Source: an optimization exercise on an open RTL-to-GDS flow (aim: small area and a short achievable clock period). Production flows keep margins and buffers that such runs may drop. Only simulation tests tie the RTL to the original design; equivalence was not proved. Power and IR drop assume default switching activity.

--- design/flow/design.v ---
`default_nettype none
package invaders_pkg;
    typedef logic [9:0] coord_t;
    typedef struct packed {
        coord_t x;
        coord_t y;
    } pos_t;
    typedef struct packed {
        logic       game_over;
        logic       game_win;
        logic [1:0] lives;
    } status_t;
    localparam int SCREEN_WIDTH  = 640;
    localparam int SCREEN_HEIGHT = 480;
    localparam int   ALIEN_W         = 16;
    localparam int   ALIEN_H         = 16;
    localparam int   ALIEN_H_SPACING = 60;
    localparam int   ALIEN_V_SPACING = 45;
    localparam pos_t ALIEN_START     = {10'd50, 10'd50};
    localparam int   ALIEN_STEP      = 2;
    localparam int   ALIEN_DROP      = 20;
    localparam int     SHIP_W       = 16;
    localparam int     SHIP_H       = 30;
    localparam coord_t SHIP_Y       = 10'd440;
    localparam coord_t SHIP_START_X = 10'd320;
    localparam int     ROCKET_W     = 7;
    localparam int     ROCKET_H     = 3;
    localparam int     ROCKET_SPEED = 2;
    localparam int     LASER_W      = 7;
    localparam int     LASER_H      = 3;
    localparam int     LASER_SPEED  = 1;
    localparam logic [5:0]  EXPLOSION_TICKS = 6'd35;
    localparam logic [1:0]  START_LIVES     = 2'd3;
    localparam logic [7:0]  POINTS_PER_KILL = 8'd10;
    localparam logic [7:0]  START_PERIOD    = 8'd8;
    localparam logic [15:0] LFSR_SEED       = 16'hACE1;
    localparam logic [2:0] REG_CONTROL    = 3'd0;
    localparam logic [2:0] REG_STATUS     = 3'd1;
    localparam logic [2:0] REG_SCORE      = 3'd2;
    localparam logic [2:0] REG_HIGH_SCORE = 3'd3;
    localparam logic [2:0] REG_SHIP_X     = 3'd4;
    localparam logic [2:0] REG_ALIVE      = 3'd5;
endpackage
`default_nettype wire
`timescale 1ns/1ps
`default_nettype none
module invaders_top #(
    parameter int ALIEN_COLS = 6,
    parameter int ALIEN_ROWS = 3
) (
    input  wire logic        clk,
    input  wire logic        reset,
    input  wire logic        frame_tick,
    input  wire logic        fire,
    input  wire logic        left,
    input  wire logic        right,
    input  wire logic        wb_cyc,
    input  wire logic        wb_stb,
    input  wire logic        wb_we,
    input  wire logic [2:0]  wb_adr,
    input  wire logic [31:0] wb_dat_w,
    output logic [31:0]      wb_dat_r,
    output logic             wb_ack
);
    localparam logic [5:0] EXP_START = 6'd1;     
    localparam logic [5:0] EXP_DONE  = 6'd11;    
    function automatic logic ge_c(input logic [9:0] a, input logic [9:0] k);
        ge_c = 1'b1;
        for (int i = 0; i < 10; i++)
            ge_c = k[i] ? (a[i] && ge_c) : (a[i] || ge_c);
    endfunction
    function automatic logic le_c(input logic [9:0] a, input logic [9:0] k);
        le_c = 1'b1;
        for (int i = 0; i < 10; i++)
            le_c = k[i] ? (!a[i] || le_c) : (!a[i] && le_c);
    endfunction
    function automatic logic [10:0] carries(input logic [9:0] a, input logic [9:0] b, input logic cin);
        logic [9:0] g, p, gg, pp, gn, pn;
        g  = a & b;
        p  = a ^ b;
        gg = g;
        pp = p;
        gg[0] = g[0] | (p[0] & cin);
        for (int d = 1; d < 10; d = d * 2) begin
            gn = gg;
            pn = pp;
            for (int i = d; i < 10; i++) begin
                gn[i] = gg[i] | (pp[i] & gg[i-d]);
                pn[i] = pp[i] & pp[i-d];
            end
            gg = gn;
            pp = pn;
        end
        carries = {gg, cin};
    endfunction
    function automatic logic [9:0] add(input logic [9:0] a, input logic [9:0] b, input logic cin);
        logic [10:0] c;
        c   = carries(a, b, cin);
        add = a ^ b ^ c[9:0];
    endfunction
    function automatic logic [9:0] incdec(input logic [9:0] x, input logic dec);
        for (int i = 0; i < 10; i++)
            incdec[i] = x[i] ^ (dec ? ~|(x & ((10'd1 << i) - 10'd1)) : &(x | ~((10'd1 << i) - 10'd1)));
    endfunction
    function automatic logic [7:0] score_of(input logic [2:0] q, input logic [1:0] r);
        score_of = {q, 5'b0} - {4'b0, q, 1'b0} + {3'b0, r, 3'b0} + {5'b0, r, 1'b0};
    endfunction
    function automatic logic [63:0] move_table();
        for (int i = 0; i < 64; i++) move_table[i] = (i % 8) + (i / 8) >= 7;
    endfunction
    localparam logic [63:0] MOVE_T = move_table();
    logic        run, restart;
    logic [17:0] dat;
    logic        game_over, game_win;
    logic [1:0]  lives;
    logic [2:0]  kq, hq;         
    logic [1:0]  kr, hr;         
    logic        dir_right;
    logic [2:0]  count;
    logic [8:0]  fx;             
    logic [4:0]  fn;             
    logic [17:0] alive;
    logic [9:0]  ship_x;
    logic [5:0]  explode;
    logic        ra;             
    logic [9:0]  drx;            
    logic [5:0]  ra_;            
    logic [3:0]  rb;             
    logic        la;             
    logic [9:0]  lo;             
    logic [4:0]  la_;            
    logic [4:0]  lb;             
    logic [15:0] lfsr;
    logic [2:0]  scol;
    logic [1:0]  srow;
    logic req, step;
    assign req  = wb_cyc && wb_stb && !wb_ack;
    assign step = frame_tick && run && !game_over && !game_win;
    logic [7:0]  score, high_score;
    logic [17:0] read_data;
    assign score      = score_of(kq, kr);
    assign high_score = score_of(hq, hr);
    always_comb begin
        case (wb_adr)
            3'd0:    read_data = {17'b0, run};
            3'd1:    read_data = {14'b0, game_over, game_win, lives};
            3'd2:    read_data = {10'b0, score};
            3'd3:    read_data = {10'b0, high_score};
            3'd4:    read_data = {8'b0, ship_x};
            3'd5:    read_data = alive;
            default: read_data = '0;
        endcase
    end
    always_ff @(posedge clk) dat <= read_data;
    assign wb_dat_r = {14'b0, dat};
    always_ff @(posedge clk or posedge reset) begin
        if (reset) begin
            run     <= 1'b0;
            wb_ack  <= 1'b0;
            restart <= 1'b0;
        end else begin
            wb_ack  <= req;
            restart <= 1'b0;
            if (req && wb_we && wb_adr == 3'd0) begin
                run     <= wb_dat_w[0];
                restart <= wb_dat_w[1];
            end
        end
    end
    logic [5:0] col_live;
    logic [2:0] row_live;
    always_comb begin
        for (int c = 0; c < 6; c++)
            col_live[c] = alive[c] | alive[6+c] | alive[12+c];
        for (int r = 0; r < 3; r++)
            row_live[r] = |alive[r*6 +: 6];
    end
    logic hit_right, hit_left, hit_edge;
    always_comb begin
        hit_right = 1'b0;
        hit_left  = 1'b0;
        for (int c = 0; c < 6; c++) begin
            if (col_live[c] && fx == 9'(312 - 30*c)) hit_right = 1'b1;
            if (col_live[c] && fx == 9'(512 - 30*c)) hit_left  = 1'b1;
        end
    end
    assign hit_edge = dir_right ? hit_right : hit_left;
    logic bottom_reached;
    assign bottom_reached = (row_live[2] && fn >= 5'd12)
                         || (row_live[1] && fn >= 5'd14)
                         || (row_live[0] && fn >= 5'd17);
    logic move;
    assign move = MOVE_T[{kq, count}];
    logic fmove, fdrop;
    assign fmove = move && !hit_edge;            
    assign fdrop = move && hit_edge;             
    logic [8:0] fx_step, fx_n;
    logic       dir_n;
    assign fx_step = 9'(incdec(10'(fx), !dir_right));
    always_comb begin
        fx_n  = fmove ? fx_step : fx;
        dir_n = dir_right ^ fdrop;
    end
    logic [5:0]  col_hit;
    logic [2:0]  row_hit;
    logic [17:0] hit_vec;
    logic        kill;
    always_comb begin
        for (int c = 0; c < 6; c++)
            col_hit[c] = (c == 0) ? (ge_c(drx, 10'd1014) || le_c(drx, 10'd11))
                                  : (ge_c(drx, 10'(60*c - 10)) && le_c(drx, 10'(60*c + 11)));
        row_hit[0] = (ra_ == 6'd2 && rb >= 4'd4) || (ra_ == 6'd3 && rb <= 4'd2);
        row_hit[1] = (ra_ == 6'd4 && rb >= 4'd6) || (ra_ == 6'd5 && rb <= 4'd4);
        row_hit[2] = (ra_ == 6'd6 && rb >= 4'd9) || (ra_ == 6'd7 && rb <= 4'd7);
        for (int r = 0; r < 3; r++)
            for (int c = 0; c < 6; c++)
                hit_vec[r*6+c] = alive[r*6+c] && col_hit[c] && row_hit[r];
    end
    assign kill = ra && (|hit_vec);              
    logic r_top;
    always_comb begin
        logic [5:0] a, b;
        a = ra_;
        b = {1'b0, fn};
        r_top = (rb == 4'd0);
        for (int i = 0; i < 6; i++)
            if ((a[i] ^ b[i]) != ((i == 0) ? 1'b0 : (a[i-1] | b[i-1]))) r_top = 1'b0;
    end
    logic [9:0] rs, drx_n;
    always_comb begin
        rs = ra ? drx : add(ship_x, ~{fx, 1'b0}, 1'b1);
        drx_n[0] = rs[0];
        for (int i = 1; i < 10; i++)
            drx_n[i] = rs[i] ^ ((step && fmove && !dir_right && &(rs[9:1] | ~((9'd1 << (i-1)) - 9'd1)))
                             || (step && fmove &&  dir_right && ~|(rs[9:1] & ((9'd1 << (i-1)) - 9'd1))));
    end
    logic [5:0] ra_s, ra_n;
    logic [3:0] rb_n;
    always_comb begin
        if (ra) begin
            rb_n = (rb == 4'd0) ? 4'd9 : rb - 4'd1;
            ra_s = (rb == 4'd0) ? ra_ - 6'd1 : ra_;
        end else begin
            rb_n = 4'd8;
            ra_s = 6'd21 - {1'b0, fn};
        end
        ra_n = fdrop ? ra_s - 6'd1 : ra_s;
    end
    logic       can_shoot;
    logic [2:0] col_alive;
    always_comb begin
        for (int r = 0; r < 3; r++) col_alive[r] = alive[r*6 + int'(scol)];
        case (srow)
            2'd0:    can_shoot = col_alive[0] && !col_alive[1] && !col_alive[2];
            2'd1:    can_shoot = col_alive[1] && !col_alive[2];
            default: can_shoot = col_alive[2];
        endcase
    end
    logic [9:0] shoot_lo;
    logic [4:0] shoot_a, shoot_b;
    logic [9:0] shoot_k;
    always_comb begin
        case (scol)
            3'd0:    shoot_k = 10'(-11);
            3'd1:    shoot_k = 10'd49;
            3'd2:    shoot_k = 10'd109;
            3'd3:    shoot_k = 10'd169;
            3'd4:    shoot_k = 10'd229;
            default: shoot_k = 10'd289;
        endcase
    end
    assign shoot_lo = add({fx, 1'b0}, shoot_k, 1'b0);
    assign shoot_a  = fn + 5'(3 + 2 * int'(srow));
    assign shoot_b  = 5'(6 + 5 * int'(srow));
    logic [10:0] cl;
    logic [9:0]  pl, dl;
    logic        hi_zero, overlap_x, overlap_y, overlap, ship_hit;
    always_comb begin
        cl = carries(ship_x, ~lo, 1'b1);
        pl = ship_x ^ ~lo;
        dl = pl ^ cl[9:0];
        hi_zero = (pl[5] == cl[5]);
        for (int i = 6; i < 10; i++)
            if (pl[i] != (ship_x[i-1] | ~lo[i-1])) hi_zero = 1'b0;
    end
    assign overlap_x = hi_zero && le_c({5'd0, dl[4:0]}, 10'd21);
    assign overlap_y = (la_ == 5'd21 && lb >= 5'd18) || la_ == 5'd22 || (la_ == 5'd23 && lb <= 5'd9);
    assign overlap   = overlap_x && overlap_y;
    assign ship_hit  = la && overlap;            
    logic laser_end;                             
    assign laser_end = la_ >= 5'd24 || (la_ == 5'd23 && lb >= 5'd17);
    always_ff @(posedge clk or posedge reset) begin
        if (reset) begin
            lfsr <= 16'hACE1;
        end else if (restart) begin
            lfsr <= 16'hACE1;
        end else begin
            lfsr <= {lfsr[14:0], lfsr[15] ^ lfsr[13] ^ lfsr[12] ^ lfsr[10]};
        end
    end
    logic kills_gt;
    always_comb begin
        logic [4:0] a, b;
        a = {kq, kr};
        b = {hq, hr};
        kills_gt = 1'b0;
        for (int i = 0; i < 5; i++)
            kills_gt = (a[i] && !b[i]) || (!(a[i] ^ b[i]) && kills_gt);
    end
    always_ff @(posedge clk or posedge reset) begin
        if (reset) begin
            hq <= '0;
            hr <= '0;
        end else if (kills_gt) begin
            hq <= kq;
            hr <= kr;
        end
    end
    always_ff @(posedge clk or posedge reset) begin
        if (reset) begin
            game_over <= 1'b0;
            game_win  <= 1'b0;
            lives     <= 2'd3;
            kq        <= '0;
            kr        <= '0;
        end else if (restart) begin
            game_over <= 1'b0;
            game_win  <= 1'b0;
            lives     <= 2'd3;
            kq        <= '0;
            kr        <= '0;
        end else begin
            if (step && kill) begin
                if (kr == 2'd2) begin
                    kr <= 2'd0;
                    kq <= kq + 3'd1;
                end else begin
                    kr <= kr + 2'd1;
                end
            end
            if (step && ship_hit && lives != 2'd0) lives <= lives - 2'd1;
            if (lives == 2'd0 || bottom_reached) game_over <= 1'b1;
            if (alive == '0) game_win <= 1'b1;
        end
    end
    always_ff @(posedge clk or posedge reset) begin
        if (reset) begin
            fx        <= 9'd25;
            fn        <= '0;
            dir_right <= 1'b1;
            count     <= '0;
            alive     <= '1;
        end else if (restart) begin
            fx        <= 9'd25;
            fn        <= '0;
            dir_right <= 1'b1;
            count     <= '0;
            alive     <= '1;
        end else if (step) begin
            if (ra) alive <= alive & ~hit_vec;
            fx        <= fx_n;
            dir_right <= dir_n;
            if (fdrop) fn <= fn + 5'd1;
            count     <= move ? 3'd0 : count + 3'd1;
        end
    end
    logic ship_r, ship_l;
    assign ship_r = right && !ge_c(ship_x, 10'd623);
    assign ship_l = !right && left && ge_c(ship_x, 10'd2);
    always_ff @(posedge clk or posedge reset) begin
        if (reset) begin
            ship_x  <= 10'd320;
            explode <= EXP_DONE;
            ra      <= 1'b0;
        end else if (restart) begin
            ship_x  <= 10'd320;
            explode <= EXP_DONE;
            ra      <= 1'b0;
        end else if (step) begin
            if (ship_r || ship_l) ship_x <= incdec(ship_x, ship_l);
            if (ship_hit) explode <= EXP_START;
            else if (explode != EXP_DONE) explode <= {explode[4:0], explode[5] ^ explode[4]};
            if (kill) ra <= 1'b0;
            else if (ra) begin
                if (r_top) ra <= 1'b0;
            end else if (fire && explode == EXP_DONE) ra <= 1'b1;
        end
    end
    always_ff @(posedge clk) begin
        drx <= drx_n;
        if (step) begin
            ra_ <= ra_n;
            rb  <= rb_n;
        end
    end
    always_ff @(posedge clk or posedge reset) begin
        if (reset) begin
            la   <= 1'b0;
            scol <= '0;
            srow <= '0;
        end else if (restart) begin
            la   <= 1'b0;
            scol <= '0;
            srow <= '0;
        end else if (step) begin
            if (ship_hit) la <= 1'b0;
            else if (la) begin
                if (laser_end) la <= 1'b0;
            end else begin
                if (can_shoot && lfsr[0]) la <= 1'b1;
                if (scol == 3'd5) begin
                    scol <= '0;
                    srow <= (srow == 2'd2) ? 2'd0 : srow + 2'd1;
                end else begin
                    scol <= scol + 3'd1;
                end
            end
        end
    end
    always_ff @(posedge clk) begin
        if (!la) begin
            lo  <= shoot_lo;
            la_ <= shoot_a;
            lb  <= shoot_b;
        end else if (step) begin
            if (lb == 5'd19) begin
                lb  <= '0;
                la_ <= la_ + 5'd1;
            end else begin
                lb  <= lb + 5'd1;
            end
        end
    end
endmodule
`default_nettype wire
--- design/flow/flow/run.sh ---
#!/bin/bash
# The standard layout (the standard.sh), with buf_4 cells as the port
# buffers instead of the delay cells buffer_ports picks by default.
set -euo pipefail
export BUFFER_PORTS_ARGS="-buffer_cell sky130_fd_sc_hd__buf_4"
bash standard.sh > standard.log 2>&1
--- design/flow/standard.sh ---
#!/bin/bash
# synth_recipe.tcl (not shown) runs the flow's synth.tcl, then flattens the netlist and writes it again
# the make line also repeats each setting of config.mk as NAME=value (left out here)
make -C /OpenROAD-flow-scripts/flow DESIGN_CONFIG=/design/flow/config.mk WORK_HOME=/design/flow/orfs CLKGATE_MAP_FILE= SYNTH_SCRIPT=/design/flow/synth_recipe.tcl "${@:-finish}"
--- design/flow/config.mk ---
export PLATFORM = sky130hd
export DESIGN_NAME = invaders_top
export DESIGN_NICKNAME = invaders_top
export VERILOG_FILES = /design/flow/design.v
export SDC_FILE = /design/flow/constraint.sdc
export NUM_CORES = 4
export LEC_CHECK = 0
export ABC_AREA = 1
export CAP_MARGIN = 20
export CORE_MARGIN = 2
export CORE_UTILIZATION = 40
export CTS_BUF_LIST = sky130_fd_sc_hd__clkbuf_4 sky130_fd_sc_hd__clkbuf_8
export SETUP_SLACK_MARGIN = 3.5
export SLEW_MARGIN = 20
--- design/flow/constraint.sdc ---
create_clock -name core_clock -period 6.0 [get_ports {clk}]
set_input_delay 1.2000 -clock core_clock [delete_from_list [all_inputs] [get_ports {clk}]]
set_output_delay 1.2000 -clock core_clock [all_outputs]
set_load 0.01 [all_outputs]
==> results.py, run 1 <==
metrics = {
    "sta": {
        "fmax_ghz": 0.420,
        "setup_viol": 0,
        "final_hold_viol_count": 0,
        "timing.final.crit_share_pct": 39.6,
        "slew_headroom_pct": 39.2,
        "skew_ps": 20.6,
        "slew_violations": 0,
        "rsz0062_at_grt": "true",
        "min_period_ps": 2380,
        "worst_pin_slew_ps": 900,
        "fin_tns_setup_ps": 0,
    },
    "clock_network": {
        "numCtsBuffers": 17,
        "cts-root-buf": "clkbuf_8",
        "cts_buffer_depth": 2,
        "clock_latency_ps": 490,
        "clk_pin_slew_ps": 100,
        "cts.sinks": 148,
        "htree_levels": 4,
        "cts_tree": "done",
    },
    "floorplan": {
        "die_area_mm2": 0.0277,
        "core_area_mm2": 0.0260,
        "start_util_pct": 40.7,
        "rows": 59,
        "die_w_um": 167,
        "io_pins": 77,
        "fp.dieH_um": 167,
    },
    "run_status": {
        "status": "finished clean",
    },
    "worst_setup_path": {
        "crit_family": "compound AO/OA/AOI/OAI gates",
        "crit_type": "flip-flop to flip-flop",
        "worstPathCellList": "nand2_4 > inv_1 > ha_2 > o22ai_4 > inv_1 > ha_4 > a21oi_2 > o21ai_2 > o21ai_1 > nand2_1 > a21oi_2 > nor2_1 > nor2_1 > xor2_1",
        "critPathRequiredTime_ps": 6220,
        "cp_slowest_cell": "dfrtp_2",
        "start_kind": "flip-flop",
        "end_kind": "flip-flop",
        "arrival_ps": 2600,
        "slowest_delay_ps": 480,
        "critPathBufInv": 2,
        "cp_max_fo": 6,
    },
    "logic_synthesis": {
        "syn_inst": 1456,
        "async_flop_share_pct": 62.2,
        "ys_ff_latch": 148,
        "synth_edf_count": 29,
        "ys_warn_count": 1,
        "yosysSeqAreaShare_pct": 35.6,
        "ys.flop_type": "dfrtp_1",
        "synth_cell_type_count": 55,
        "syn_area_per_cell_um2": 7.26,
        "netlist_area_mm2": 0.0106,
    },
    "cells_and_area": {
        "fin_area_mm2": 0.0121,
        "drive_gt1_share_pct": 16.6,
        "antenna_cells": 0,
        "synthToLayoutAreaGrowth_pct": 14.2,
        "finalNetCount": 1655,
        "fillers": 2607,
    },
    "routing": {
        "ant_nets": 0,
        "drt-initial-drc-count": 789,
        "drtPass1Iterations": 5,
        "drc_errors": 0,
        "vias": 9638,
        "post_drt_wl_per_cell_um": 15.2,
        "wl_mm": 28.5,
        "viasPerCell": 5.14,
    },
    "global_route": {
        "grt.total_usage_pct": 20.4,
        "grt_pass1_wl_mm": 45.7,
        "grt_antenna_before_repair": 0,
        "grt.overflow.total": 0,
        "grt_max_degree": 48,
        "grt_pass1_vias": 8991,
    },
    "pwr": {
        "vdd_drop_max_v": 0.000259,
        "p_leak_nw": 5.82,
        "p_per_area_mw_per_mm2": 367,
    },
    "hold_path": {
        "hold_class": "flip-flop to flip-flop",
    },
    "placement": {
        "gp_congestion": 0.937,
        "post-dp-hpwl_mm": 21.2,
        "dpl_cell_area_mm2": 0.0111,
        "io_buffers": 32,
    },
    "flow_run": {
        "cap_viol_max_count": 0,
    },
}
final timing paths:
kind	start	endpoint	slack, ps	cells past startpoint
max	scol[0]	lo[9]	3620	14
max in group asynchronous	reset	count[1]	4040	4
min in group asynchronous	reset	ship_x[1]	890	3
min reg2reg	lfsr[14]	lfsr[15]	440	1
min	lfsr[14]	lfsr[15]	440	1
max reg2reg	scol[0]	lo[9]	3620	14
stage by stage:
step                total power (W)  util [%]  hold WS [ps]  cells  setup slack, ps
floorplan                   0.00291         -           410   1469             3550
detailed placement          0.00338      42.7           416   1802             2740
global placement            0.00334      42.7           415   1802             2740
global route                0.00481      46.4           457   1874             3460
finish                      0.00443      46.4           438   1874             3620
CTS                         0.00425      44.7           442   1837             3450
routing by layer:
layer / up-vias / track usage (%) / share of wire [%]
met5: - / 0 / 0
met4: 0 / 6.56 / 2.2
met3: 49 / 3.54 / 4.6
met2: 247 / 33.0 / 45
met1: 4434 / 27.9 / 48
li1: 4908 / - / -
worst reg2reg max path, stage by stage (launching register included):
cell and delay (ps):
dfrtp_2 480, nand2_4 100, inv_1 40, ha_2 180
o22ai_4 170, inv_1 100, ha_4 220, a21oi_2 130
o21ai_2 80, o21ai_1 130, nand2_1 100, a21oi_2 140
nor2_1 50, nor2_1 120, xor2_1 80
registers in the layout, indices dropped and copies added, names as in the netlist, 2 cells and up:
signal   count
rb           4
kq           3
fx           9
lives        2
lb           5
explode      6
scol         3
hq           3
drx          9
fn           5
ship_x      10
hr           2
dat         18
alive       18
kr           2
lo           9
lfsr        16
ra_          6
count        3
la_          5
srow         2
final cells by class:
type                    count  area, µm²  share of cell area (%)
multi-input cells        1073       6060                    50.2
flip-flops and latches    148       3770                    31.2
inverters                 209        818                    6.78
repair buffers             76        583                    4.83
well taps                 335        419                    3.47
clock buffers              17        234                    1.94
clock inverters            15        179                    1.48
repair inverters            1       5.00                  0.0415
kinds of logic after synthesis:
group | synth area share (%)
AO/OA/AOI/OAI | 12.6
XOR/XNOR | 3.07
adder cells (fa/ha/maj) | 10.3
flip-flops | 35.6
buffers and inverters | 9.64
other | 0.0355
AND/OR/NAND/NOR | 28.7
multiplexers | 0.107
timing repair:
action | CTS | global route
buffers inserted | 3 | 36
pin swaps | 2 | 13
gates resized for setup | 22 | 56
setup endpoints to repair | 44 | 36
hold buffers | 0 | 0
cloned | 0 | 1
synth_stat cells (3+ instances only):
master,n,area [µm²]
a21oi_1,56,280
nand2_1,322,1210
xnor2_1,8,70.1
buf_2,5,25.0
edfxtp_1,29,871
nand3_2,3,30.0
clkbuf_1,13,48.8
a31oi_1,5,31.3
buf_4,17,128
fa_1,3,60.1
dfxtp_1,27,541
dfrtp_1,55,1380
o211ai_1,6,45.0
nand4_1,23,144
nor2_1,154,578
a211oi_1,3,22.5
xor2_1,29,254
o22ai_1,13,81.3
o221ai_1,3,26.3
o21ai_1,15,75.1
or2_2,13,81.3
inv_2,13,48.8
o31ai_1,3,22.5
inv_1,194,728
dfstp_2,37,972
nand3_1,126,631
nand3b_1,7,52.6
nand2_2,6,37.5
nor2_2,6,37.5
ha_1,82,1030
nand2_4,3,33.8
o21ai_2,3,26.3
nor3_1,27,135
o2111ai_1,9,78.8
nor4_1,4,25.0
o21ai_0,111,556
layout by cell type (no fill, tap or decap), types with 4 or more instances in the layout:
cell	instances
a21oi_1	51
a21oi_2	4
nand3_1	123
xnor2_1	8
o2111ai_1	9
or2_2	13
nand2_2	11
clkinvlp_4	4
ha_4	4
nand2_4	6
inv_2	20
nor3_1	27
inv_1	181
o21ai_1	20
conb_1	14
buf_4	75
nor2_2	7
o21ai_0	102
ha_1	75
nor4_1	4
inv_8	7
clkinv_8	4
nor2_1	149
xor2_1	29
edfxtp_1	29
dfstp_2	37
nor2_4	6
nand3b_1	7
nand4_1	23
dfrtp_1	46
o211ai_1	6
a31oi_1	5
clkbuf_8	17
nand2_1	314
o21ai_2	6
nand3_2	5
o22ai_1	12
dfxtp_1	27
dfrtp_2	9
power breakdown:
part | switching (W) | internal (W)
Clock | 0.000492 | 0.000322
Combinational | 0.00126 | 0.000770
Sequential | 0.000252 | 0.00134
==> inputs of run 2 (changes only) <==
--- a/design/flow/config.mk
+++ b/design/flow/config.mk
@@ -12,3 +12,4 @@
 export CTS_BUF_LIST = sky130_fd_sc_hd__clkbuf_4 sky130_fd_sc_hd__clkbuf_8
 export SETUP_SLACK_MARGIN = 3.5
 export SLEW_MARGIN = 20
+export TNS_END_PERCENT = 50
==> results.py, run 2 <==
metrics = {
    "global_route": {
        "grt_antenna_before_repair": 0,
        "grt_pass1_vias": 8891,
        "use_met3_pct": 3.16,
        "grt.total_usage_pct": 20.3,
        "top_usage_layer": "met2",
        "grt_pass1_wl_mm": 45.8,
        "grt.overflow.total": 0,
        "grt_max_degree": 64,
        "grt_util_met1_pct": 28.4,
        "grt_use_met2_pct": 33.4,
    },
    "logic_synthesis": {
        "yosys-top-cells-count": "nand2_1, inv_1, nor2_1",
        "ys.flop_type": "dfrtp_1",
        "yosysMostFrequentCell": "nand2_1",
        "ys_warn_count": 1,
        "netlist_area_mm2": 0.0106,
        "syn_inst": 1456,
        "synthTopCellsByArea": "dfrtp_1, nand2_1, ha_1",
        "synth_edf_count": 29,
        "ys_ff_latch": 148,
        "synth_cell_type_count": 55,
        "async_flop_share_pct": 62.2,
        "yosysSeqAreaShare_pct": 35.6,
        "synth_top_area_share_pct": 13.0,
        "yosys.area.top_type": "dfrtp_1",
        "syn_area_per_cell_um2": 7.26,
    },
    "clock_network": {
        "cts.sinks": 148,
        "numCtsBuffers": 17,
        "cts-root-buf": "clkbuf_8",
        "htree_levels": 4,
        "cts_tree": "done",
        "clock_latency_ps": 480,
        "hold_buffers": 0,
        "clk_pin_slew_ps": 110,
        "cts_buffer_depth": 2,
    },
    "hold_path": {
        "hold_class": "flip-flop to flip-flop",
        "min_to": "lfsr[10]",
        "hold_start": "lfsr[9]",
        "hold_path_depth": 1,
    },
    "worst_setup_path": {
        "cp_slowest_cell": "dfrtp_2",
        "worstPathCellList": "nand2_4 > inv_1 > ha_2 > o22ai_4 > inv_1 > ha_1 > a21oi_2 > o21ai_2 > o21ai_1 > nand2_1 > a21oi_2 > nor2_1 > nor2_1 > xor2_1",
        "r2r_slack_ps": 3530,
        "reg2reg_to": "lo[9]",
        "r2r-start": "scol[0]",
        "setup.worst_path.start": "scol[0]",
        "critPathRequiredTime_ps": 6230,
        "arrival_ps": 2690,
        "slowest_delay_ps": 490,
        "start_kind": "flip-flop",
        "end_kind": "flip-flop",
        "worst-r2r-cell-count": 14,
        "crit_type": "flip-flop to flip-flop",
        "cp_max_fo": 6,
    },
    "cells_and_area": {
        "fillers": 2647,
        "finalNetCount": 1650,
        "fin_area_mm2": 0.0120,
        "synthToLayoutAreaGrowth_pct": 13.3,
        "antenna_cells": 0,
        "top_regs": "alive (18), dat (18), lfsr (16)",
        "layout_commonest_cell": "nand2_1",
        "drive_gt1_share_pct": 16.6,
        "layout_common_cells": "nand2_1, inv_1, nor2_1, nand3_1, o21ai_0",
    },
    "pwr": {
        "vdd_drop_max_v": 0.000253,
        "p_leak_nw": 5.78,
        "p_per_area_mw_per_mm2": 367,
    },
    "sta": {
        "fmax_ghz": 0.406,
        "fin_tns_setup_ps": 0,
        "worst_pin_slew_ps": 959,
        "rsz0062_at_grt": "true",
        "setup_viol": 0,
        "min_period_ps": 2470,
        "slew_violations": 0,
        "timing.final.crit_share_pct": 41.1,
        "setup_ws_ps": 3530,
        "final_hold_viol_count": 0,
        "skew_ps": 17.5,
        "slew_headroom_pct": 35.2,
    },
    "placement": {
        "gp_congestion": 0.917,
        "pre_cts_slack_ps": 2560,
        "post-dp-hpwl_mm": 21.1,
        "dpl_cell_area_mm2": 0.0111,
        "io_buffers": 32,
    },
    "routing": {
        "wl_mm": 28.4,
        "drc_errors": 0,
        "drt-initial-drc-count": 791,
        "drtPass1Iterations": 6,
        "post_drt_wl_per_cell_um": 15.2,
        "ant_nets": 0,
        "vias": 9559,
        "viasPerCell": 5.11,
    },
    "floorplan": {
        "fp.dieH_um": 167,
        "io_pins": 77,
        "core_area_mm2": 0.0260,
        "rows": 59,
        "start_util_pct": 40.7,
        "die_area_mm2": 0.0277,
        "die_w_um": 167,
    },
    "run_status": {
        "status": "finished clean",
    },
    "flow_run": {
        "cap_viol_max_count": 0,
    },
}
==> run 2: cell counts after synthesis <==
No cell type changed its count.
==> run 2: worst max-delay path: cells and delay by family, from the launching register on <==
kind                     cells  cell delay [ps]
AO/OA/AOI/OAI                5              680
XOR/XNOR                     1               80
adder cells (fa/ha/maj)      2              460
buffers and inverters        2              120
flip-flops                   1              490
AND/OR/NAND/NOR              4              390
==> run 2: report_power, final <==
group / total [W] / internal, W / switching [W]
combinational: 0.00199 / 0.000748 / 0.00124
clock: 0.000817 / 0.000320 / 0.000496
sequential: 0.00159 / 0.00134 / 0.000250
total: 0.00439 / 0.00241 / 0.00199
==> run 2: kinds of logic (layout without fill, tap and decap cells) <==
family / count (synthesis) / count (layout) / synth area share (%)
xor gates and xnor gates: 37 / 37 / 3.07
adders and majority gates: 85 / 85 / 10.3
and+or+nand+nor: 699 / 699 / 28.7
DFF: 148 / 148 / 35.6
muxes: 1 / 1 / 0.107
AOI/OAI and AO/OA: 237 / 237 / 12.6
buffers and inverters: 248 / 313 / 9.64
other: 1 / 14 / 0.0355
==> run 2: per-stage QoR <==
step / hold WS (ps) / util [%] / instances / total power (W)
floorplan: 410 / - / 1469 / 0.00291
global placement: 411 / 42.6 / 1801 / 0.00334
detailed placement: 419 / 42.6 / 1801 / 0.00338
CTS: 447 / 44.5 / 1839 / 0.00422
global route: 457 / 46.1 / 1869 / 0.00476
finish: 439 / 46.1 / 1869 / 0.00439
==> run 2: what timing repair did <==
item                                    in CTS  in global routing
setup buffers                                6                 29
pin swaps                                    1                 12
endpoints found under the hold margin        0                  0
endpoints found under the setup margin      51                 52
cloned                                       0                  1
gates resized for setup                      8                 67
==> run 2: metal layers <==
layer	vias to the layer above	routed length, µm	part of all wire, %
li1	4895	-	-
met1	4435	13600	48
met2	204	13200	46
met3	25	1270	4.5
met4	0	354	1.2
met5	-	0	0
==> run 2: worst max-delay path by stage <==
stage,to,cells after the start
3_3_place_gp,ship_x[3],11
4_1_cts,lo[9],13
3_5_place_dp,ship_x[3],11
2_1_floorplan,ship_x[3],9
5_1_grt,lo[9],14
6_report,lo[9],14
==> run 2: cell type report <==
cell class | count | area, µm² | area share, %
Multi-Input combinational cell | 1073 | 6040 | 50.4
Sequential cell | 148 | 3770 | 31.5
Inverter | 209 | 798 | 6.66
Timing Repair Buffer | 71 | 533 | 4.45
Tap cell | 335 | 419 | 3.50
Clock buffer | 17 | 234 | 1.95
Clock inverter | 15 | 181 | 1.51
Timing Repair inverter | 1 | 5.00 | 0.0418
==> inputs of run 3 (changes only) <==
--- a/design/flow/config.mk
+++ b/design/flow/config.mk
@@ -10,6 +10,6 @@
 export CORE_MARGIN = 2
 export CORE_UTILIZATION = 40
 export CTS_BUF_LIST = sky130_fd_sc_hd__clkbuf_4 sky130_fd_sc_hd__clkbuf_8
+export GPL_ROUTABILITY_DRIVEN = 0
 export SETUP_SLACK_MARGIN = 3.5
 export SLEW_MARGIN = 20
-export TNS_END_PERCENT = 50
==> results.py, run 3 <==
metrics = {
    "hold_path": {
        "hold_start": "lfsr[14]",
        "hold_path_depth": 1,
        "min_to": "lfsr[15]",
        "hold_class": "flip-flop to flip-flop",
    },
    "global_route": {
        "grt_pass1_vias": 8790,
        "grt_max_degree": 51,
        "grt.total_usage_pct": 20.2,
        "grt_use_met2_pct": 31.9,
        "grt_util_met1_pct": 28.6,
        "grt_pass1_wl_mm": 45.2,
        "top_usage_layer": "met2",
        "grt.overflow.total": 0,
        "use_met3_pct": 3.04,
        "grt_antenna_before_repair": 0,
    },
    "logic_synthesis": {
        "syn_inst": 1456,
        "netlist_area_mm2": 0.0106,
        "syn_area_per_cell_um2": 7.26,
        "ys.flop_type": "dfrtp_1",
        "async_flop_share_pct": 62.2,
        "synth_top_area_share_pct": 13.0,
        "yosys-top-cells-count": "nand2_1, inv_1, nor2_1",
        "ys_warn_count": 1,
        "synth_edf_count": 29,
        "ys_ff_latch": 148,
        "synthTopCellsByArea": "dfrtp_1, nand2_1, ha_1",
        "yosys.area.top_type": "dfrtp_1",
        "yosysSeqAreaShare_pct": 35.6,
        "yosysMostFrequentCell": "nand2_1",
        "synth_cell_type_count": 55,
    },
    "clock_network": {
        "cts-root-buf": "clkbuf_8",
        "cts_buffer_depth": 2,
        "clock_latency_ps": 490,
        "htree_levels": 4,
        "cts.sinks": 148,
        "clk_pin_slew_ps": 100,
        "cts_tree": "done",
        "numCtsBuffers": 17,
    },
    "worst_setup_path": {
        "cp_slowest_cell": "dfrtp_2",
        "worst-r2r-cell-count": 14,
        "cp_max_fo": 6,
        "critPathBufInv": 2,
        "r2r-start": "scol[0]",
        "r2r_slack_ps": 3610,
        "crit_type": "flip-flop to flip-flop",
        "end_kind": "flip-flop",
        "slowest_delay_ps": 470,
        "reg2reg_to": "lo[9]",
        "critPathRequiredTime_ps": 6230,
        "arrival_ps": 2630,
        "crit_family": "compound AO/OA/AOI/OAI gates",
        "start_kind": "flip-flop",
        "setup.worst_path.start": "scol[0]",
        "worstPathCellList": "nand2_4 > inv_1 > ha_1 > o22ai_4 > inv_1 > ha_1 > a21oi_2 > o21ai_2 > o21ai_1 > nand2_1 > a21oi_2 > nor2_1 > nor2_1 > xor2_1",
    },
    "cells_and_area": {
        "finalNetCount": 1652,
        "top_regs": "alive (18), dat (18), lfsr (16)",
        "stdcell_count": 1871,
        "drive_gt1_share_pct": 16.3,
        "synthToLayoutAreaGrowth_pct": 13.7,
        "antenna_cells": 0,
        "layout_commonest_cell": "nand2_1",
        "layout_common_cells": "nand2_1, inv_1, nor2_1, nand3_1, o21ai_0",
    },
    "pwr": {
        "vdd_drop_max_v": 0.000290,
        "p_per_area_mw_per_mm2": 367,
        "p_leak_nw": 5.82,
        "finalPower_w": 0.00441,
    },
    "routing": {
        "post_drt_wl_per_cell_um": 15.1,
        "drtPass1Iterations": 6,
        "wl_mm": 28.2,
        "vias": 9670,
        "viasPerCell": 5.17,
        "drc_errors": 0,
        "ant_nets": 0,
        "drt-initial-drc-count": 794,
    },
    "sta": {
        "fmax_ghz": 0.418,
        "slew_headroom_pct": 37.6,
        "fin_tns_setup_ps": 0,
        "worst_pin_slew_ps": 923,
        "skew_ps": 24.5,
        "timing.final.crit_share_pct": 39.9,
        "rsz0062_at_grt": "true",
        "setup_viol": 0,
        "min_period_ps": 2390,
        "slew_violations": 0,
        "final_hold_viol_count": 0,
    },
    "placement": {
        "dp.cells": 1801,
        "post-dp-hpwl_mm": 21.1,
        "io_buffers": 32,
    },
    "floorplan": {
        "rows": 59,
        "core_area_mm2": 0.0260,
        "die_area_mm2": 0.0277,
        "io_pins": 77,
        "die_w_um": 167,
        "fp.dieH_um": 167,
        "start_util_pct": 40.7,
    },
    "run_status": {
        "status": "finished clean",
    },
    "flow_run": {
        "cap_viol_max_count": 0,
    },
}
-- run 3: cell counts after synthesis --
Identical to the previous run, type by type.
-- run 3: stage by stage --
stage / area [µm²] / worst slack, ps / util [%] / hold slack (ps)
6_report: 12000 / 3610 / 46.3 / 442
5_1_grt: 12000 / 3490 / 46.3 / 466
4_1_cts: 11600 / 3380 / 44.6 / 445
3_5_place_dp: 11100 / 2740 / 42.6 / 417
3_3_place_gp: 11100 / 2760 / 42.6 / 414
2_1_floorplan: 10600 / 3550 / - / 410
-- run 3: worst register-to-register path, stage by stage (launching register included) --
cell and delay, ps:
dfrtp_2 470, nand2_4 100, inv_1 50, ha_1 210
o22ai_4 160, inv_1 70, ha_1 280, a21oi_2 150
o21ai_2 80, o21ai_1 130, nand2_1 110, a21oi_2 130
nor2_1 50, nor2_1 100, xor2_1 70
-- run 3: how the worst max path moves through the flow --
stage | end | slack [ps] | depth (start not counted)
final | lo[9] | 3610 | 14
after detailed placement | ship_x[3] | 2740 | 11
after floorplan | ship_x[3] | 3550 | 9
after global placement | ship_x[3] | 2760 | 11
after CTS | lo[9] | 3380 | 14
after global routing | ra_[5] | 3490 | 13
-- run 3: per-layer routing --
metal,wire [µm],part of all wire [%]
met4,581,2.1
met5,0,0
met2,12700,45
met3,1370,4.9
met1,13600,48
-- run 3: area by class of cell --
type,count,area [µm²]
timing repair buffer,74,572
inverter,209,812
multi-input combinational,1073,6030
clock buffer,17,234
clock inverter,15,181
sequential,148,3780
fill,2622,14000
tap,335,419
-- run 3: timing repair --
action,4_1_cts,5_1_grt
endpoints found under the setup margin,52,43
pin swaps,1,9
buffers inserted,3,34
resized for setup,19,54
hold buffers,0,0
-- run 3: report_power, final --
part | switching (W) | total [W] | leakage [nW] | internal [W]
clock network | 0.000495 | 0.000816 | 0.209 | 0.000321
logic | 0.00123 | 0.00199 | 4.00 | 0.000761
registers | 0.000256 | 0.00160 | 1.61 | 0.00134
-- run 3: kinds of logic (layout without fill, tap and decap cells) --
| family | after synthesis | count (layout) | share of synthesized area (%) |
|---|---|---|---|
| other | 1 | 14 | 0.0355 |
| xor gates and xnor gates | 37 | 37 | 3.07 |
| DFF | 148 | 148 | 35.6 |
| muxes | 1 | 1 | 0.107 |
| AOI/OAI and AO/OA | 237 | 237 | 12.6 |
| adders and majority gates | 85 | 85 | 10.3 |
| and+or+nand+nor | 699 | 699 | 28.7 |
| buffers and inverters | 248 | 315 | 9.64 |
==> inputs of run 4 (changes only) <==
--- a/design/flow/config.mk
+++ b/design/flow/config.mk
@@ -8,8 +8,7 @@
 export ABC_AREA = 1
 export CAP_MARGIN = 20
 export CORE_MARGIN = 2
-export CORE_UTILIZATION = 40
+export CORE_UTILIZATION = 50
 export CTS_BUF_LIST = sky130_fd_sc_hd__clkbuf_4 sky130_fd_sc_hd__clkbuf_8
-export GPL_ROUTABILITY_DRIVEN = 0
 export SETUP_SLACK_MARGIN = 3.5
 export SLEW_MARGIN = 20
==> results.py, run 4 <==
metrics = {
    "run_status": {
        "status": "finished clean",
    },
    "sta": {
        "fmax_ghz": 0.414,
        "min_period_ps": 2410,
        "slew_violations": 0,
        "worst_pin_slew_ps": 887,
        "final_hold_viol_count": 0,
        "timing.final.crit_share_pct": 40.2,
        "skew_ps": 15.0,
        "rsz0062_at_grt": "true",
        "slew_headroom_pct": 40.7,
        "setup_ws_ps": 3590,
        "setup_viol": 0,
        "fin_tns_setup_ps": 0,
    },
    "logic_synthesis": {
        "synthTopCellsByArea": "dfrtp_1, nand2_1, ha_1",
        "syn_inst": 1456,
        "async_flop_share_pct": 62.2,
        "synth_xor_area_share_pct": 3.07,
        "netlist_area_mm2": 0.0106,
        "synthMuxAreaShare_pct": 0.107,
        "ys_ff_latch": 148,
        "yosysMostFrequentCell": "nand2_1",
        "synth_top_area_share_pct": 13.0,
        "synth-compound-area-share_pct": 12.6,
        "yosys-top-cells-count": "nand2_1, inv_1, nor2_1",
        "synth-adder-area-share_pct": 10.3,
        "yosysSeqAreaShare_pct": 35.6,
        "ys_warn_count": 1,
        "yosys.area.top_type": "dfrtp_1",
        "syn_area_per_cell_um2": 7.26,
        "synth_edf_count": 29,
        "synth-simple-area-share_pct": 28.7,
        "synth_top_family_by_area": "simple AND/OR/NAND/NOR gates",
        "synth_cell_type_count": 55,
        "ys.flop_type": "dfrtp_1",
    },
    "global_route": {
        "grt_pass1_vias": 8780,
        "grt.total_usage_pct": 26.1,
        "grt_antenna_before_repair": 0,
        "grt.overflow.total": 0,
        "grt_pass1_wl_mm": 45.7,
        "grt_max_degree": 57,
    },
    "worst_setup_path": {
        "crit_type": "flip-flop to flip-flop",
        "slowest_delay_ps": 500,
        "worstPathCellList": "buf_4 > a21oi_4 > ha_4 > inv_1 > fa_1 > o211ai_1 > nand2_1 > a21oi_1 > nor2_1 > xor2_1",
        "worst-r2r-cell-count": 10,
        "critPathBufInv": 2,
        "setup.worst_path.start": "scol[0]",
        "critical_path_depth": 10,
        "cp_max_fo": 6,
        "cp_slowest_cell": "dfrtp_2",
        "start_kind": "flip-flop",
        "critPathRequiredTime_ps": 6230,
        "cp-endpoint": "lo[8]",
        "r2r_slack_ps": 3590,
        "crit_family": "compound AO/OA/AOI/OAI gates",
        "arrival_ps": 2650,
        "r2r-start": "scol[0]",
        "reg2reg_to": "lo[8]",
        "end_kind": "flip-flop",
    },
    "cells_and_area": {
        "fillers": 2044,
        "layout_commonest_cell": "nand2_1",
        "multi_input_area_mm2": 0.00609,
        "drive_gt1_share_pct": 16.6,
        "top_regs": "alive (18), dat (18), lfsr (16)",
        "layout_common_cells": "nand2_1, inv_1, nor2_1, nand3_1, o21ai_0",
        "synthToLayoutAreaGrowth_pct": 13.4,
        "finalNetCount": 1651,
        "regArea_mm2": 0.00377,
        "antenna_cells": 0,
        "finish.utilization_pct": 57.4,
    },
    "clock_network": {
        "cts-root-buf": "clkbuf_8",
        "htree_levels": 4,
        "cts_tree": "done",
        "numCtsBuffers": 17,
        "clock_latency_ps": 480,
        "hold_buffers": 0,
        "cts.sinks": 148,
        "cts_buffer_depth": 2,
        "clk_pin_slew_ps": 110,
    },
    "floorplan": {
        "core_area_mm2": 0.0209,
        "fp.dieH_um": 149,
        "io_pins": 77,
        "die_w_um": 149,
        "rows": 53,
        "start_util_pct": 50.6,
        "die_area_mm2": 0.0223,
    },
    "placement": {
        "io_buffers": 32,
        "post-dp-hpwl_mm": 21.0,
        "pre_cts_slack_ps": 2900,
        "gp_congestion": 0.898,
    },
    "pwr": {
        "finalPower_w": 0.00446,
        "p_per_area_mw_per_mm2": 372,
        "p_leak_nw": 5.81,
        "vdd_drop_max_v": 0.000183,
    },
    "routing": {
        "post_drt_wl_per_cell_um": 15.8,
        "ant_nets": 0,
        "wl_mm": 28.5,
        "drtPass1Iterations": 8,
        "viasPerCell": 5.36,
        "drc_errors": 0,
        "vias": 9707,
        "drt-initial-drc-count": 739,
    },
    "hold_path": {
        "hold_class": "flip-flop to flip-flop",
    },
    "flow_run": {
        "cap_viol_max_count": 0,
    },
}
[run 4: cell count changes in the layout (fill, tap and decap cells not counted), sizes merged]
cell and change:
buf -3, nand2 +1, clkinv +1
[run 4: final cells by class]
| cell class | count | share of cell area, % |
|---|---|---|
| Clock buffer | 17 | 1.95 |
| Clock inverter | 15 | 1.55 |
| Inverter | 209 | 6.74 |
| Multi-Input combinational cell | 1074 | 50.8 |
| Sequential cell | 148 | 31.5 |
| Tap cell | 275 | 2.87 |
| Timing Repair Buffer | 71 | 4.55 |
| Timing Repair inverter | 1 | 0.0626 |
[run 4: report_power, final]
group | switching, W | total, W | internal, W
sequential | 0.000265 | 0.00160 | 0.00134
clock | 0.000508 | 0.000830 | 0.000322
combinational | 0.00124 | 0.00202 | 0.000785
total | 0.00201 | 0.00446 | 0.00245
[run 4: routing by layer]
metal	GRT usage, %	wire, µm
met1	37.0	13700
met2	40.7	12700
met3	3.96	1400
met4	8.62	697
met5	0	0
[run 4: worst min path at each step]
stage              from  endpoint  depth (start not counted)
3_3_place_gp    lfsr[4]   lfsr[5]                          1
5_1_grt         lfsr[9]  lfsr[10]                          1
6_report       lfsr[14]  lfsr[15]                          1
3_5_place_dp    lfsr[4]   lfsr[5]                          1
4_1_cts         lfsr[4]   lfsr[5]                          1
2_1_floorplan   lfsr[9]  lfsr[10]                          1
[run 4: cell families (layout without fill, tap and decap cells)]
logic type / count (synthesis) / count (layout)
AND/OR/NAND/NOR: 699 / 700
other: 1 / 14
XOR/XNOR: 37 / 37
multiplexers: 1 / 1
AO/OA/AOI/OAI: 237 / 237
adder cells (fa/ha/maj): 85 / 85
flip-flops: 148 / 148
buffers and inverters: 248 / 313
[run 4: what timing repair did]
action,CTS,global route
buffers inserted,1,35
cloned,1,1
pin swaps,0,14
setup endpoints to repair,22,38
hold endpoints to repair,0,0
gates resized for setup,15,65
[run 4: per-stage QoR]
stage | area, µm² | instances | hold WS [ps]
2_1_floorplan | 10600 | 1469 | 410
3_3_place_gp | 11000 | 1740 | 413
3_5_place_dp | 11000 | 1740 | 414
4_1_cts | 11500 | 1774 | 442
5_1_grt | 12000 | 1810 | 452
6_report | 12000 | 1810 | 439
==> inputs of run 5 (changes only) <==
--- a/design/flow/config.mk
+++ b/design/flow/config.mk
@@ -8,7 +8,9 @@
 export ABC_AREA = 1
 export CAP_MARGIN = 20
 export CORE_MARGIN = 2
-export CORE_UTILIZATION = 50
+export CORE_UTILIZATION = 40
 export CTS_BUF_LIST = sky130_fd_sc_hd__clkbuf_4 sky130_fd_sc_hd__clkbuf_8
+export CTS_CLUSTER_DIAMETER = 200
+export CTS_CLUSTER_SIZE = 30
 export SETUP_SLACK_MARGIN = 3.5
 export SLEW_MARGIN = 20
==> results.py, run 5 <==
metrics = {
    "worst_setup_path": {
        "slowest_delay_ps": 480,
        "worstPathCellList": "nand2_4 > inv_1 > ha_2 > o22ai_4 > inv_1 > ha_4 > a21oi_2 > o21ai_2 > o21ai_1 > nand2_1 > a21oi_2 > nor2_1 > nor2_1 > xor2_1",
        "setup.worst_path.start": "scol[0]",
        "start_kind": "flip-flop",
        "r2r-start": "scol[0]",
        "worst-r2r-cell-count": 14,
        "crit_type": "flip-flop to flip-flop",
        "r2r_slack_ps": 3620,
        "critPathRequiredTime_ps": 6220,
        "cp_max_fo": 6,
        "cp_slowest_cell": "dfrtp_2",
        "arrival_ps": 2600,
        "end_kind": "flip-flop",
        "critPathBufInv": 2,
        "reg2reg_to": "lo[9]",
        "cp-endpoint": "lo[9]",
        "crit_family": "compound AO/OA/AOI/OAI gates",
        "critical_path_depth": 14,
    },
    "sta": {
        "slew_violations": 0,
        "timing.final.crit_share_pct": 39.6,
        "setup_ws_ps": 3620,
        "slew_headroom_pct": 39.2,
        "rsz0062_at_grt": "true",
        "min_period_ps": 2380,
        "skew_ps": 20.6,
        "fin_tns_setup_ps": 0,
        "fmax_ghz": 0.420,
        "setup_viol": 0,
        "final_hold_viol_count": 0,
        "worst_pin_slew_ps": 900,
    },
    "logic_synthesis": {
        "yosys-top-cells-count": "nand2_1, inv_1, nor2_1",
        "ys.flop_type": "dfrtp_1",
        "yosys.area.top_type": "dfrtp_1",
        "synthTopCellsByArea": "dfrtp_1, nand2_1, ha_1",
        "synth_edf_count": 29,
        "ys_ff_latch": 148,
        "yosysSeqAreaShare_pct": 35.6,
        "synth_top_area_share_pct": 13.0,
        "syn_area_per_cell_um2": 7.26,
        "syn_inst": 1456,
        "yosysMostFrequentCell": "nand2_1",
        "synth_cell_type_count": 55,
        "netlist_area_mm2": 0.0106,
        "async_flop_share_pct": 62.2,
        "ys_warn_count": 1,
    },
    "placement": {
        "post-dp-hpwl_mm": 21.2,
        "pre_cts_slack_ps": 2740,
        "dpl_cell_area_mm2": 0.0111,
        "gp_congestion": 0.937,
        "io_buffers": 32,
    },
    "clock_network": {
        "cts.sinks": 148,
        "clk_pin_slew_ps": 100,
        "clock_latency_ps": 490,
        "numCtsBuffers": 17,
        "hold_buffers": 0,
        "htree_levels": 4,
        "cts_tree": "done",
        "cts-root-buf": "clkbuf_8",
        "cts_buffer_depth": 2,
    },
    "routing": {
        "post_drt_wl_per_cell_um": 15.2,
        "viasPerCell": 5.14,
        "drc_errors": 0,
        "wl_mm": 28.5,
        "drt-initial-drc-count": 789,
        "vias": 9638,
        "drtPass1Iterations": 5,
        "ant_nets": 0,
    },
    "flow_run": {
        "cap_viol_max_count": 0,
    },
    "cells_and_area": {
        "synthToLayoutAreaGrowth_pct": 14.2,
        "antenna_cells": 0,
        "finalNetCount": 1655,
        "layout_commonest_cell": "nand2_1",
        "top_regs": "alive (18), dat (18), lfsr (16)",
        "layout_common_cells": "nand2_1, inv_1, nor2_1, nand3_1, o21ai_0",
        "fin_area_mm2": 0.0121,
        "finish.utilization_pct": 46.4,
        "drive_gt1_share_pct": 16.6,
    },
    "floorplan": {
        "core_area_mm2": 0.0260,
        "die_w_um": 167,
        "fp.dieH_um": 167,
        "io_pins": 77,
        "start_util_pct": 40.7,
        "die_area_mm2": 0.0277,
        "rows": 59,
    },
    "global_route": {
        "grt_util_met1_pct": 27.9,
        "grt.total_usage_pct": 20.4,
        "grt_pass1_vias": 8991,
        "grt.overflow.total": 0,
        "grt_antenna_before_repair": 0,
        "grt_use_met2_pct": 33.0,
        "grt_pass1_wl_mm": 45.7,
        "grt_max_degree": 48,
        "top_usage_layer": "met2",
        "use_met3_pct": 3.54,
    },
    "pwr": {
        "p_per_area_mw_per_mm2": 367,
        "vdd_drop_max_v": 0.000259,
        "p_leak_nw": 5.82,
    },
    "run_status": {
        "status": "finished clean",
    },
    "hold_path": {
        "hold_class": "flip-flop to flip-flop",
    },
}
-- run 5: cell count changes in the layout (fill, tap and decap cells not counted), sizes merged --
cell      previous run  this run
buf                 71        76
clkinv               9         7
clkinvlp             3         5
nand2              332       331
-- run 5: repair_timing --
item / in CTS / in global routing
pin swaps: 2 / 13
hold endpoints to repair: 0 / 0
buffers inserted: 3 / 36
gates cloned: 0 / 1
endpoints found under the setup margin: 44 / 36
gates resized for setup: 22 / 56
-- run 5: layout make-up --
type	count	area, µm²
Sequential cell	148	3770
Clock buffer	17	234
Timing Repair inverter	1	5.00
Fill cell	2607	13900
Inverter	209	818
Tap cell	335	419
Clock inverter	15	179
Timing Repair Buffer	76	583
Multi-Input combinational cell	1073	6060
-- run 5: logic make-up after synthesis --
group / synth area share (%)
simple gates: 28.7
buf+inv: 9.64
compound gates: 12.6
flops: 35.6
fa+ha+maj: 10.3
xor+xnor: 3.07
other cells: 0.0355
mux: 0.107
-- run 5: per-layer routing --
| layer | routed length [µm] | vias up |
|---|---|---|
| li1 | - | 4908 |
| met1 | 13600 | 4434 |
| met2 | 12900 | 247 |
| met3 | 1300 | 49 |
| met4 | 620 | 0 |
| met5 | 0 | - |
-- run 5: metrics by stage --
step	cells	total power, W	hold WS, ps
after global routing	1874	0.00481	457
final	1874	0.00443	438
after floorplan	1469	0.00291	410
after detailed placement	1802	0.00338	416
after CTS	1837	0.00425	442
after global placement	1802	0.00334	415
-- run 5: how the worst min path moves through the flow --
stage                  start       end  cells past startpoint
floorplan            lfsr[9]  lfsr[10]                      1
global placement    lfsr[14]  lfsr[15]                      1
detailed placement   lfsr[9]  lfsr[10]                      1
CTS                 lfsr[14]  lfsr[15]                      1
global route        lfsr[14]  lfsr[15]                      1
finish              lfsr[14]  lfsr[15]                      1
-- run 5: where the power goes --
| group | internal [W] | switching (W) |
|---|---|---|
| Combinational | 0.000770 | 0.00126 |
| Sequential | 0.00134 | 0.000252 |
| Clock | 0.000322 | 0.000492 |
==> inputs of run 6 (changes only) <==
--- a/design/flow/config.mk
+++ b/design/flow/config.mk
@@ -10,7 +10,5 @@
 export CORE_MARGIN = 2
 export CORE_UTILIZATION = 40
 export CTS_BUF_LIST = sky130_fd_sc_hd__clkbuf_4 sky130_fd_sc_hd__clkbuf_8
-export CTS_CLUSTER_DIAMETER = 200
-export CTS_CLUSTER_SIZE = 30
-export SETUP_SLACK_MARGIN = 3.5
+export SETUP_SLACK_MARGIN = 3.65
 export SLEW_MARGIN = 20
==> results.py, run 6 <==
metrics = {
    "worst_setup_path": {
        "end_kind": "flip-flop",
        "cp_max_fo": 6,
        "slowest_delay_ps": 480,
        "critPathBufInv": 2,
        "critPathRequiredTime_ps": 6220,
        "start_kind": "flip-flop",
        "arrival_ps": 2640,
        "cp_slowest_cell": "dfrtp_2",
        "crit_type": "flip-flop to flip-flop",
        "worstPathCellList": "nand2_4 > inv_1 > ha_2 > o22ai_4 > inv_1 > ha_4 > a21oi_2 > o21ai_2 > o21ai_1 > nand2_1 > a21oi_2 > nor2_1 > nor2_1 > xor2_1",
        "crit_family": "compound AO/OA/AOI/OAI gates",
    },
    "global_route": {
        "grt_pass1_wl_mm": 47.6,
        "grt.total_usage_pct": 21.2,
        "grt_antenna_before_repair": 0,
        "grt.overflow.total": 0,
        "grt_max_degree": 62,
        "grt_pass1_vias": 9127,
    },
    "floorplan": {
        "start_util_pct": 40.7,
        "fp.dieH_um": 167,
        "core_area_mm2": 0.0260,
        "die_area_mm2": 0.0277,
        "die_w_um": 167,
        "rows": 59,
        "io_pins": 77,
    },
    "cells_and_area": {
        "layout_commonest_cell": "nand2_1",
        "drive_gt1_share_pct": 21.5,
        "layout_common_cells": "nand2_1, inv_1, nor2_1, nand3_1, o21ai_0",
        "finalNetCount": 1667,
        "stdcell_count": 1886,
        "fin_area_mm2": 0.0125,
        "antenna_cells": 0,
        "top_regs": "alive (18), dat (18), lfsr (16)",
        "synthToLayoutAreaGrowth_pct": 18.2,
    },
    "run_status": {
        "status": "finished clean",
    },
    "logic_synthesis": {
        "netlist_area_mm2": 0.0106,
        "yosys.area.top_type": "dfrtp_1",
        "synth_top_area_share_pct": 13.0,
        "yosysSeqAreaShare_pct": 35.6,
        "ys_ff_latch": 148,
        "async_flop_share_pct": 62.2,
        "syn_area_per_cell_um2": 7.26,
        "ys_warn_count": 1,
        "ys.flop_type": "dfrtp_1",
        "synthTopCellsByArea": "dfrtp_1, nand2_1, ha_1",
        "syn_inst": 1456,
        "yosys-top-cells-count": "nand2_1, inv_1, nor2_1",
        "yosysMostFrequentCell": "nand2_1",
        "synth_cell_type_count": 55,
        "synth_edf_count": 29,
    },
    "placement": {
        "gp_congestion": 0.907,
        "dp.cells": 1800,
        "dpl_cell_area_mm2": 0.0111,
        "post-dp-hpwl_mm": 21.2,
        "io_buffers": 32,
    },
    "routing": {
        "post_drt_wl_per_cell_um": 15.8,
        "drc_errors": 0,
        "viasPerCell": 5.19,
        "ant_nets": 0,
        "drt-initial-drc-count": 707,
        "drtPass1Iterations": 5,
        "vias": 9787,
        "wl_mm": 29.7,
    },
    "clock_network": {
        "clock_latency_ps": 480,
        "cts.sinks": 148,
        "clk_pin_slew_ps": 120,
        "cts_tree": "done",
        "hold_buffers": 0,
        "numCtsBuffers": 17,
        "htree_levels": 4,
        "cts_buffer_depth": 2,
        "cts-root-buf": "clkbuf_8",
    },
    "sta": {
        "fmax_ghz": 0.413,
        "setup_viol": 0,
        "slew_headroom_pct": 41.2,
        "slew_violations": 0,
        "skew_ps": 20.9,
        "min_period_ps": 2420,
        "worst_pin_slew_ps": 870,
        "timing.final.crit_share_pct": 40.3,
        "rsz0062_at_grt": "true",
        "fin_tns_setup_ps": 0,
        "final_hold_viol_count": 0,
    },
    "flow_run": {
        "cap_viol_max_count": 0,
    },
    "pwr": {
        "p_per_area_mw_per_mm2": 374,
        "vdd_drop_max_v": 0.000294,
        "p_leak_nw": 5.90,
    },
    "hold_path": {
        "hold_class": "flip-flop to flip-flop",
    },
}
[run 6: cell counts after synthesis]
No cell type changed its count.
[run 6: report_power, final]
| part | internal [W] | switching [W] | total, W |
|---|---|---|---|
| clock | 0.000324 | 0.000507 | 0.000830 |
| sequential | 0.00134 | 0.000249 | 0.00159 |
| combinational | 0.000883 | 0.00137 | 0.00225 |
[run 6: metrics by stage]
stage | worst slack [ps] | power (W) | hold WS [ps] | util (%)
finish | 3580 | 0.00468 | 436 | 48.1
floorplan | 3630 | 0.00291 | 410 | -
global route | 3490 | 0.00505 | 459 | 48.1
global placement | 3050 | 0.00335 | 416 | 42.8
CTS | 3610 | 0.00439 | 433 | 45.9
detailed placement | 3010 | 0.00337 | 418 | 42.8
[run 6: repair_timing]
item | in CTS | in global routing
endpoints found under the hold margin | 0 | 0
pin swaps | 5 | 38
buffers inserted | 32 | 20
setup endpoints to repair | 44 | 75
gates resized for setup | 43 | 118
gates cloned | 1 | 1
[run 6: logic make-up (layout without fill, tap and decap cells)]
kind of cell / after synthesis / in the layout / synth area share [%]
AO/OA/AOI/OAI: 237 / 237 / 12.6
other: 1 / 14 / 0.0355
multiplexers: 1 / 1 / 0.107
flip-flops: 148 / 148 / 35.6
adder cells (fa/ha/maj): 85 / 85 / 10.3
AND/OR/NAND/NOR: 699 / 700 / 28.7
buffers and inverters: 248 / 329 / 9.64
XOR/XNOR: 37 / 37 / 3.07
[run 6: layout make-up]
type                            instances  area (µm²)
Fill cell                            2551       13500
Multi-Input combinational cell       1074        6350
Sequential cell                       148        3780
Inverter                              209         826
Timing Repair Buffer                   87         701
Tap cell                              335         419
Clock buffer                           17         234
Clock inverter                         15         179
Timing Repair inverter                  1        7.51
[run 6: worst paths after layout]
kind | slack (ps) | to | depth (start not counted) | start
max | 3580 | lo[9] | 14 | scol[1]
min | 440 | lfsr[15] | 1 | lfsr[14]
max reg2reg | 3580 | lo[9] | 14 | scol[1]
min reg2reg | 440 | lfsr[15] | 1 | lfsr[14]
max in group asynchronous | 4090 | fn[1] | 3 | reset
min in group asynchronous | 840 | ship_x[5] | 2 | reset
[run 6: per-layer routing]
metal	track usage, %	wire (µm)	part of all wire (%)
met5	0	0	0
met4	5.73	536	1.8
met3	4.11	1560	5.3
met2	33.6	13800	46
met1	29.5	13800	47
==> inputs of run 7 (changes only) <==
--- a/design/flow/config.mk
+++ b/design/flow/config.mk
@@ -10,5 +10,5 @@
 export CORE_MARGIN = 2
 export CORE_UTILIZATION = 40
 export CTS_BUF_LIST = sky130_fd_sc_hd__clkbuf_4 sky130_fd_sc_hd__clkbuf_8
-export SETUP_SLACK_MARGIN = 3.65
+export SETUP_SLACK_MARGIN = 3.45
 export SLEW_MARGIN = 20
==> results.py, run 7 <==
metrics = {
    "run_status": {
        "status": "finished clean",
    },
    "clock_network": {
        "clk_pin_slew_ps": 100,
        "cts_tree": "done",
        "cts_buffer_depth": 2,
        "cts-root-buf": "clkbuf_8",
        "hold_buffers": 0,
        "htree_levels": 4,
        "cts.sinks": 148,
        "numCtsBuffers": 17,
        "clock_latency_ps": 490,
    },
    "global_route": {
        "grt_pass1_vias": 8962,
        "top_usage_layer": "met2",
        "grt.total_usage_pct": 20.4,
        "grt_max_degree": 48,
        "use_met3_pct": 2.76,
        "grt_util_met1_pct": 28.2,
        "grt_pass1_wl_mm": 45.7,
        "grt.overflow.total": 0,
        "grt_use_met2_pct": 33.3,
        "grt_antenna_before_repair": 0,
    },
    "routing": {
        "drt-initial-drc-count": 827,
        "drtPass1Iterations": 5,
        "ant_nets": 0,
        "drc_errors": 0,
        "post_drt_wl_per_cell_um": 15.2,
        "viasPerCell": 5.13,
        "vias": 9555,
        "wl_mm": 28.3,
    },
    "sta": {
        "worst_pin_slew_ps": 927,
        "slew_headroom_pct": 37.4,
        "min_period_ps": 2440,
        "skew_ps": 20.4,
        "hold_slack_ps": 437,
        "fmax_ghz": 0.411,
        "rsz0062_at_grt": "true",
        "fin_tns_setup_ps": 0,
        "setup_viol": 0,
        "slew_violations": 0,
        "timing.final.crit_share_pct": 40.6,
        "final_hold_viol_count": 0,
    },
    "floorplan": {
        "fp.dieH_um": 167,
        "core_area_mm2": 0.0260,
        "rows": 59,
        "die_w_um": 167,
        "io_pins": 77,
        "die_area_mm2": 0.0277,
        "start_util_pct": 40.7,
    },
    "pwr": {
        "vdd_drop_max_v": 0.000259,
        "p_leak_nw": 5.77,
        "p_per_area_mw_per_mm2": 367,
        "finalPower_w": 0.00437,
    },
    "logic_synthesis": {
        "ys_warn_count": 1,
        "syn_inst": 1456,
        "synth-simple-area-share_pct": 28.7,
        "yosysSeqAreaShare_pct": 35.6,
        "synthMuxAreaShare_pct": 0.107,
        "syn_area_per_cell_um2": 7.26,
        "yosys-top-cells-count": "nand2_1, inv_1, nor2_1",
        "ys.flop_type": "dfrtp_1",
        "yosys.area.top_type": "dfrtp_1",
        "netlist_area_mm2": 0.0106,
        "synth_xor_area_share_pct": 3.07,
        "ys_ff_latch": 148,
        "synth_top_family_by_area": "simple AND/OR/NAND/NOR gates",
        "synth_cell_type_count": 55,
        "synth-adder-area-share_pct": 10.3,
        "synthTopCellsByArea": "dfrtp_1, nand2_1, ha_1",
        "synth_top_area_share_pct": 13.0,
        "synth_edf_count": 29,
        "async_flop_share_pct": 62.2,
        "synth-compound-area-share_pct": 12.6,
        "yosysMostFrequentCell": "nand2_1",
    },
    "cells_and_area": {
        "finalNetCount": 1644,
        "antenna_cells": 0,
        "top_regs": "alive (18), dat (18), lfsr (16)",
        "fin_area_mm2": 0.0119,
        "drive_gt1_share_pct": 15.3,
        "finish.utilization_pct": 45.8,
        "layout_commonest_cell": "nand2_1",
        "synthToLayoutAreaGrowth_pct": 12.6,
        "layout_common_cells": "nand2_1, inv_1, nor2_1, nand3_1, o21ai_0",
    },
    "worst_setup_path": {
        "end_kind": "flip-flop",
        "arrival_ps": 2660,
        "reg2reg_to": "lo[9]",
        "start_kind": "flip-flop",
        "cp_max_fo": 8,
        "r2r-start": "scol[0]",
        "setup.worst_path.start": "scol[0]",
        "critPathRequiredTime_ps": 6230,
        "worst-r2r-cell-count": 14,
        "r2r_slack_ps": 3560,
        "crit_type": "flip-flop to flip-flop",
    },
    "hold_path": {
        "hold_class": "flip-flop to flip-flop",
        "min_to": "lfsr[15]",
        "hold_start": "lfsr[14]",
        "hold_path_depth": 1,
    },
    "placement": {
        "gp_congestion": 0.937,
        "io_buffers": 32,
        "post-dp-hpwl_mm": 21.2,
        "dpl_cell_area_mm2": 0.0111,
    },
    "flow_run": {
        "cap_viol_max_count": 0,
    },
}
## run 7: cell families after synthesis
kind of cell    count (synthesis)
fa+ha+maj                      85
simple gates                  699
mux                             1
other cells                     1
compound gates                237
buf+inv                       248
flops                         148
xor+xnor                       37
## run 7: cell type report
type,instances,area (µm²)
Timing Repair inverter,1,5.00
Tap cell,335,419
Timing Repair Buffer,65,498
Fill cell,2619,14100
Multi-Input combinational cell,1073,6000
Clock inverter,15,179
Sequential cell,148,3770
Clock buffer,17,234
Inverter,209,808
## run 7: what timing repair did
item,in CTS,in global routing
gates resized for setup,16,46
endpoints found under the setup margin,35,34
cloned,0,1
pin swaps,2,7
buffers inserted,1,27
## run 7: power by group
group	switching, W	leakage, nW	internal [W]	total (W)
registers	0.000250	1.61	0.00134	0.00159
logic	0.00123	3.95	0.000736	0.00197
clock network	0.000493	0.209	0.000322	0.000815
total	0.00197	5.77	0.00240	0.00437
## run 7: per-stage QoR
step                cells  setup WS (ps)
global route         1863           3430
finish               1863           3560
floorplan            1469           3550
global placement     1802           2740
detailed placement   1802           2740
CTS                  1835           3400
## run 7: routing by layer
metal	vias to the layer above	wire (µm)
met3	28	920
met4	0	451
met1	4465	13900
li1	4885	-
met5	-	0
met2	177	13000
## run 7: how the worst max path moves through the flow
stage,endpoint,slack (ps),cells past startpoint
floorplan,ship_x[3],3550,9
global placement,ship_x[3],2740,11
detailed placement,ship_x[3],2740,11
CTS,lo[9],3400,12
global route,ship_x[3],3430,12
finish,lo[9],3560,14
## run 7: critical path: stages, from the launching register on
cell	delay, ps
dfrtp_2	510
nand2_4	110
inv_1	40
ha_2	180
o22ai_4	170
inv_1	70
ha_1	280
a21oi_2	150
o21ai_2	80
o21ai_1	140
nand2_1	100
a21oi_2	130
nor2_1	50
nor2_1	100
xor2_1	80

port drivers added, routing unchanged:
The flow's constraints put no driver on any port. The routed layouts listed below were extracted and timed again, unchanged, in two steps. Step 1, drivers: a clkbuf_16 drives clk and a buf_2 each remaining input, both assumed. Step 2 moves the port delays by t, midway between the first and last clock arrival at a register: inputs arrive t later, outputs are due t later. That takes back most of the time a late clock gives input paths. Three values: ideal, step 1, step 2; two values: the first two.
| run | shift t [ns] | slack for setup (ns) | worst setup path after step 2 | cell pins on the clock port's net |
|---|---|---|---|---|
| run 1 | 0.519 | 3.622 / 3.622 / 3.224 | input to register | 1 |
| run 2 | 0.520 | 3.534 / 3.534 / 3.260 | input to register | 1 |
| run 3 | 0.514 | 3.607 / 3.607 / 3.180 | input to register | 1 |
| run 4 | 0.520 | 3.586 / 3.586 / 3.207 | input to register | 1 |
| run 5 | 0.519 | 3.622 / 3.622 / 3.224 | input to register | 1 |
| run 6 | 0.514 | 3.581 / 3.581 / 3.310 | input to register | 1 |
| run 7 | 0.516 | 3.565 / 3.565 / 3.223 | input to register | 1 |
After both steps setup and hold are still met in every run listed. The setup slack of run 3, which loses most, moves by 0.000 ns with the drivers and by -0.427 ns with both steps.
